This design comes from an exercise in tuning for small area on the open sky130 flow, not from production work. The RTL was checked by simulation tests, not by an equivalence proof against the original design.

==> inputs of v7 <==
## mac_nch_acc
module mac_nch_acc #(
    parameter int DW     = 18,
    parameter int CW     = 28,
    parameter int NCH    = 4,
    parameter int GUARD  = 2,
    parameter int OSHIFT = 24,
    parameter int OW     = 20
) (
    input  logic                         clk,
    input  logic                         rst,
    input  logic                         iv,
    input  logic [DW-1:0]                din,
    input  logic [CW-1:0]                cin,
    input  logic [((NCH <= 1) ? 1 : $clog2(NCH))-1:0]     ch,
    input  logic                         first,
    input  logic                         last,
    output logic [OW-1:0]                dout,
    output logic [((NCH <= 1) ? 1 : $clog2(NCH))-1:0]     och,
    output logic                         ov,
    output logic                         ovf
);
export LEC_CHECK = 0
export ABC_AREA = 1
export CAP_MARGIN = 20
export CORE_MARGIN = 2
export CORE_UTILIZATION = 60
export CTS_BUF_LIST = sky130_fd_sc_hd__clkbuf_4
export SLEW_MARGIN = 20
export SYNTH_HIERARCHICAL = 1
export SYNTH_MINIMUM_KEEP_SIZE = 0
create_clock -name core_clock -period 7.5 [get_ports {clk}]
run.sh (not shown) runs the stock make flow with config.mk's settings and CLKGATE_MAP_FILE= SYNTH_SCRIPT=/design/flow/synth_recipe.tcl, a recipe that flattens the netlist after the stock synthesis.
==> inputs of v12, as changes to v7 <==
==> flow/flow/run.sh (new file) <==
#!/bin/bash
# Layout flow: the standard flow (standard.sh, with the standard synthesis
# unchanged) with
#  - plain buf_1 port buffers instead of the default delay-cell port buffers,
#  - clock tree synthesis without dummy loads, with clkbuf_4 buffers and
#    clusters of at most 10 sinks within 40 um.
# Each make run's full output goes to its own log file in this folder; ORFS's
# per-step logs are under orfs/logs/.
set -euo pipefail
bash standard.sh synth > flow_synth.log 2>&1
bash standard.sh \
    "BUFFER_PORTS_ARGS=-buffer_cell sky130_fd_sc_hd__buf_1" \
    "CTS_ARGS=-sink_clustering_enable -repair_clock_nets -dont_use_dummy_load -buf_list sky130_fd_sc_hd__clkbuf_4 -sink_clustering_size 10 -sink_clustering_max_diameter 40" \
    finish > flow_layout.log 2>&1
==> flow/standard.sh (new file) <==
#!/bin/bash
# synth_recipe.tcl (not shown) runs the flow's synth.tcl, then flattens the netlist and writes it again
# the make line also repeats each setting of config.mk as NAME=value (left out here)
make -C /OpenROAD-flow-scripts/flow DESIGN_CONFIG=/design/flow/config.mk WORK_HOME=/design/flow/orfs CLKGATE_MAP_FILE= SYNTH_SCRIPT=/design/flow/synth_recipe.tcl "${@:-finish}"
removed: flow/run.sh
==> qor summary <==
| quantity | v7 | v12 |
|---|---|---|
| Average via count per standard cell | 6.10 | 6.23 |
| Met2 WL post-DR | 30,800 microns | 29,100 microns |
| Pin count of the biggest net entering global routing | 50 | 49 |
| Logic depth of the worst setup path including buffers | 29 | 27 |
| Number of vias in the routed layout | 18.7k | 18.3k |
| Number of cells traversed by the worst register-to-register path | 29 | 27 |
| Global-route track usage on met2 | 0.513 | 0.486 |
| H-tree Lvls | 3 | 2 |
| Worst min-delay path startpoint | v3$_DFF_PP0_ | r3[16]$_DFF_P_ |
| Outcome | complete, no violations | complete, no violations |
| Wire length reported by the detailed router | 68,300 microns | 67,600 microns |
| Slack of the worst reg-to-reg path | 0.81 ns | 0.65 ns |
| Worst relative slew slack | 0.231 | 0.232 |


==> inputs of branch raven <==
Another version of the RTL of mac_nch_acc (not shown whole).
==> flow/config.mk <==
export PLATFORM = sky130hd
export DESIGN_NAME = mac_nch_acc
export DESIGN_NICKNAME = mac_nch_acc
export VERILOG_FILES = /design/flow/design.v
export SDC_FILE = /design/flow/constraint.sdc
export NUM_CORES = 4
export LEC_CHECK = 0
export ABC_AREA = 1
export CAP_MARGIN = 20
export CORE_MARGIN = 2
export CORE_UTILIZATION = 60
export CTS_BUF_LIST = sky130_fd_sc_hd__clkbuf_4
export SLEW_MARGIN = 20
export SYNTH_HIERARCHICAL = 1
export SYNTH_MINIMUM_KEEP_SIZE = 0
==> flow/constraint.sdc <==
create_clock -name core_clock -period 7.5 [get_ports {clk}]
set_input_delay 1.5000 -clock core_clock [delete_from_list [all_inputs] [get_ports {clk}]]
set_output_delay 1.5000 -clock core_clock [all_outputs]
set_load 0.01 [all_outputs]
standard.sh (not shown) runs the stock make flow with config.mk's settings and CLKGATE_MAP_FILE= SYNTH_SCRIPT=/design/flow/synth_recipe.tcl, a recipe that flattens the netlist after the stock synthesis.
==> flow/flow/run.sh <==
#!/bin/bash
# Layout flow: the standard flow (standard.sh, unchanged synthesis) with
#  - plain buf_1 port buffers instead of the default delay-cell port buffers,
#  - clock tree synthesis without dummy loads,
#  - area/power recovery (downsizing of non-critical cells) after global routing.
# Each make run's full output goes to its own log file in this folder; ORFS's
# per-step logs are under orfs/logs/.
set -euo pipefail
bash standard.sh synth > flow_synth.log 2>&1
bash standard.sh \
    "BUFFER_PORTS_ARGS=-buffer_cell sky130_fd_sc_hd__buf_1" \
    "CTS_ARGS=-sink_clustering_enable -repair_clock_nets -dont_use_dummy_load -buf_list sky130_fd_sc_hd__clkbuf_4" \
    RECOVER_POWER=100 \
    finish > flow_layout.log 2>&1
==> branch quartz (differences from branch raven) <==
--- a/flow/design.v
+++ b/flow/design.v
@@ -51,57 +51,42 @@
     output logic [OW-1:0]                dout,
     output logic [((NCH <= 1) ? 1 : $clog2(NCH))-1:0]     och,
     output logic                         ov,
     output logic                         ovf
 );
     localparam int AW = DW + CW + GUARD;    
     localparam int NR = DW / 2;             
     localparam int HW = AW - OSHIFT;        
-    logic              v1, f1, l1;
-    logic [1:0]        ch1;
-    logic [DW-1:0]     d1;
-    logic [CW-1:0]     c1;
-    always_ff @(posedge clk or posedge rst) begin
-        if (rst) v1 <= 1'b0;
-        else     v1 <= iv;
-    end
-    always_ff @(posedge clk) begin
-        f1  <= first;
-        l1  <= last;
-        ch1 <= ch;
-        d1  <= din;
-        c1  <= cin;
-    end
     logic [AW-1:0] acc0, acc1, acc2, acc3;
     logic [3:0]    z;
     logic [AW-1:0] accsel, arow, sum;
     always_comb begin
-        case (ch1)
+        case (ch)
             2'd0:    accsel = acc0;
             2'd1:    accsel = acc1;
             2'd2:    accsel = acc2;
             default: accsel = acc3;
         endcase
     end
-    assign arow = (f1 | z[ch1]) ? '0 : accsel;
+    assign arow = (first | z[ch]) ? '0 : accsel;
     logic [NR-1:0]    one, two, neg, ppt;
     logic [NR*CW-1:0] pp;
     always_comb begin
         for (int i = 0; i < NR; i++) begin
             logic dm, dc, dp;
-            dm = (i == 0) ? 1'b0 : d1[2*i-1];
-            dc = d1[2*i];
-            dp = d1[2*i+1];
+            dm = (i == 0) ? 1'b0 : din[2*i-1];
+            dc = din[2*i];
+            dp = din[2*i+1];
             one[i] = dc ^ dm;
             two[i] = (dp & ~dc & ~dm) | (~dp & dc & dm);
             neg[i] = dp;
             for (int j = 0; j < CW; j++)
-                pp[i*CW+j] = ((one[i] & c1[j]) | (two[i] & ((j == 0) ? 1'b0 : c1[j-1]))) ^ neg[i];
-            ppt[i] = ~((one[i] & c1[CW-1]) | (two[i] & c1[CW-1])) ^ neg[i];
+                pp[i*CW+j] = ((one[i] & cin[j]) | (two[i] & ((j == 0) ? 1'b0 : cin[j-1]))) ^ neg[i];
+            ppt[i] = ~((one[i] & cin[CW-1]) | (two[i] & cin[CW-1])) ^ neg[i];
         end
     end
     logic [AW-1:0] ta, tb;
     logic s1;
     logic c2;
     logic s3;
     logic c4;
     logic s5;
@@ -927,74 +912,78 @@
     assign s541 = ~arow[46];
     assign c542 = arow[46];
     assign s543 = ~arow[47];
     assign c544 = arow[47];
     assign ta = {c542, c540, c538, c536, c534, c532, c530, c528, c526, c524, c522, c520, c518, c516, c514, c512, c510, c508, c506, c504, c502, c500, c498, c496, c494, c492, c490, c488, c486, c484, c482, c480, c478, c476, c474, c472, c470, c468, c466, c464, c462, c460, c458, c456, c454, c452, c450, s449};
     assign tb = {s543, s541, s539, s537, s535, s533, s531, s529, s527, s525, s523, s521, s519, s517, s515, s513, s511, s509, s507, s505, s503, s501, s499, s497, s495, s493, s491, s489, s487, s485, s483, s481, s479, s477, s475, s473, s471, s469, s467, s465, s463, s461, s459, s457, s455, s453, s451, pp[0]};
     assign sum = ta + tb;
     always_ff @(posedge clk) begin
-        if (v1 && ch1 == 2'd0) acc0 <= sum;
-        if (v1 && ch1 == 2'd1) acc1 <= sum;
-        if (v1 && ch1 == 2'd2) acc2 <= sum;
-        if (v1 && ch1 == 2'd3) acc3 <= sum;
+        if (iv && ch == 2'd0) acc0 <= sum;
+        if (iv && ch == 2'd1) acc1 <= sum;
+        if (iv && ch == 2'd2) acc2 <= sum;
+        if (iv && ch == 2'd3) acc3 <= sum;
     end
     always_ff @(posedge clk or posedge rst) begin
         if (rst) z <= 4'hf;
-        else if (v1) z[ch1] <= 1'b0;
+        else if (iv) z[ch] <= 1'b0;
     end
     logic          v2;
     logic [1:0]    ch2;
     logic [HW-1:0] h2;
     logic          b2, o2;
     always_ff @(posedge clk or posedge rst) begin
         if (rst) v2 <= 1'b0;
-        else     v2 <= v1 & l1;
+        else     v2 <= iv & last;
     end
     always_ff @(posedge clk) begin
-        ch2 <= ch1;
+        ch2 <= ch;
         h2  <= sum[AW-1:OSHIFT];
         b2  <= sum[OSHIFT-1];
         o2  <= |sum[OSHIFT-2:0];
     end
     logic [OW-1:0] rs_dout;
     logic          rs_ovf;
     mac_round_sat #(.HW(HW), .OW(OW)) u_round_sat (
         .hi   (h2),
         .half (b2),
         .rest (o2),
         .dout (rs_dout),
         .ovf  (rs_ovf)
     );
-    logic          v3, v4;
-    logic [1:0]    ch3, ch4;
-    logic [OW:0]   r3, r4;
+    logic          v3, v4, v5;
+    logic [1:0]    ch3, ch4, ch5;
+    logic [OW:0]   r3, r4, r5;
     always_ff @(posedge clk or posedge rst) begin
         if (rst) begin
             v3 <= 1'b0;
             v4 <= 1'b0;
+            v5 <= 1'b0;
         end else begin
             v3 <= v2;
             v4 <= v3;
+            v5 <= v4;
         end
     end
     always_ff @(posedge clk) begin
         ch3 <= ch2;
         r3  <= {rs_ovf, rs_dout};
         ch4 <= ch3;
         r4  <= r3;
+        ch5 <= ch4;
+        r5  <= r4;
     end
     always_ff @(posedge clk or posedge rst) begin
         if (rst) begin
             dout <= '0;
             och  <= '0;
             ovf  <= 1'b0;
             ov   <= 1'b0;
         end else begin
-            ov <= v4;
-            if (v4) begin
-                dout <= r4[OW-1:0];
-                ovf  <= r4[OW];
-                och  <= ch4;
+            ov <= v5;
+            if (v5) begin
+                dout <= r5[OW-1:0];
+                ovf  <= r5[OW];
+                och  <= ch5;
             end
         end
     end
 endmodule
==> flow/run.sh (new file) <==
#!/bin/bash
# synth_recipe.tcl (not shown) runs the flow's synth.tcl, then flattens the netlist and writes it again
# the make line also repeats each setting of config.mk as NAME=value (left out here)
make -C /OpenROAD-flow-scripts/flow DESIGN_CONFIG=/design/flow/config.mk WORK_HOME=/design/flow/orfs CLKGATE_MAP_FILE= SYNTH_SCRIPT=/design/flow/synth_recipe.tcl finish
removed: flow/flow/run.sh
removed: flow/standard.sh
==> branch cedar (differences from branch raven) <==
==> flow/run.sh (new file) <==
#!/bin/bash
# synth_recipe.tcl (not shown) runs the flow's synth.tcl, then flattens the netlist and writes it again
# the make line also repeats each setting of config.mk as NAME=value (left out here)
make -C /OpenROAD-flow-scripts/flow DESIGN_CONFIG=/design/flow/config.mk WORK_HOME=/design/flow/orfs CLKGATE_MAP_FILE= SYNTH_SCRIPT=/design/flow/synth_recipe.tcl finish
removed: flow/flow/run.sh
removed: flow/standard.sh
==> run notes <==
metric	branch cedar	branch quartz	branch raven
Largest net degree at the start of global routing	49	49	50
Flip-flop and latch count	348	321	348
Worst path most repeated cell	-	fa_1	fa_1
Die Ht	209 um	207 um	209 um
Post-DP Area	26,500 sq um	27,100 sq um	26,000 sq um
Tightest Pin Transition	1060 ps	966 ps	3520 ps
Min Hold Slack	324 ps	309 ps	270 ps
Fraction of met3 tracks used by global routing	7.84%	7.85%	7.89%
Non-clock buffer count in the final layout	133	281	140
Worst-case clock skew	85.8 ps	65.3 ps	77.2 ps
End of the critical path	acc1[34]$_DFFE_PP_	acc2[45]$_DFFE_PP_	acc0[37]$_DFFE_PP_
Total of flip-flops plus latches after synthesis	348	321	348
Fill cell count	3,400	3,286	3,431
Worst Path Required	7980 ps	7950 ps	8000 ps
Status	no timing/DRC/antenna violations	no timing/DRC/antenna violations	finished with violations
Violated checks	-	-	capacitance limit, slew limit
Max-slew violation total from the final report	0	0	218
Critical register-to-register path startpoint	ch1[1]$_DFF_P_	z[0]$_DFFE_PP1P_	ch1[1]$_DFF_P_
Final worst-path setup slack	612 ps	478 ps	408 ps
Crit-path max cell delay	690 ps	570 ps	800 ps
Number of buffers added by the clock tree synthesis step	88	73	89

[separate check: timing with driven ports]
Ports are ideal in the flow. The routed layouts listed here were re-timed in OpenROAD. Step 1: set_driving_cell puts a clkbuf_16 on clk and a buf_2 on each other input, an assumption about the parent block. Step 2 moves the port delays by t, midway between the first and last clock arrival at a register: inputs arrive t later, outputs are due t later. That takes back most of the time a late clock gives input paths. Slacks: ideal / step 1 / step 2; pairs: ideal / step 1.
run	shift t [ns]	setup WS [ns]	worst hold slack (ns)	worst setup path at the end
v7	0.861	0.808 / 0.808 / 0.808	0.303 / 0.303 / 0.303	register to register
v12	0.802	0.652 / 0.652 / 0.652	0.265 / 0.265 / 0.265	register to register
branch raven	0.842	0.408 / 0.408 / 0.408	0.270 / 0.270 / 0.270	register to register
branch quartz	0.754	0.478 / 0.460 / -0.294	0.309 / 0.309 / 0.309	input to register
branch cedar	0.860	0.612 / 0.612 / 0.612	0.324 / 0.324 / 0.324	register to register
Met with ideal ports but missed after step 2: setup timing in branch quartz. The setup slack of branch quartz, which loses most, moves by -0.018 ns with the drivers and by -0.772 ns with both steps.
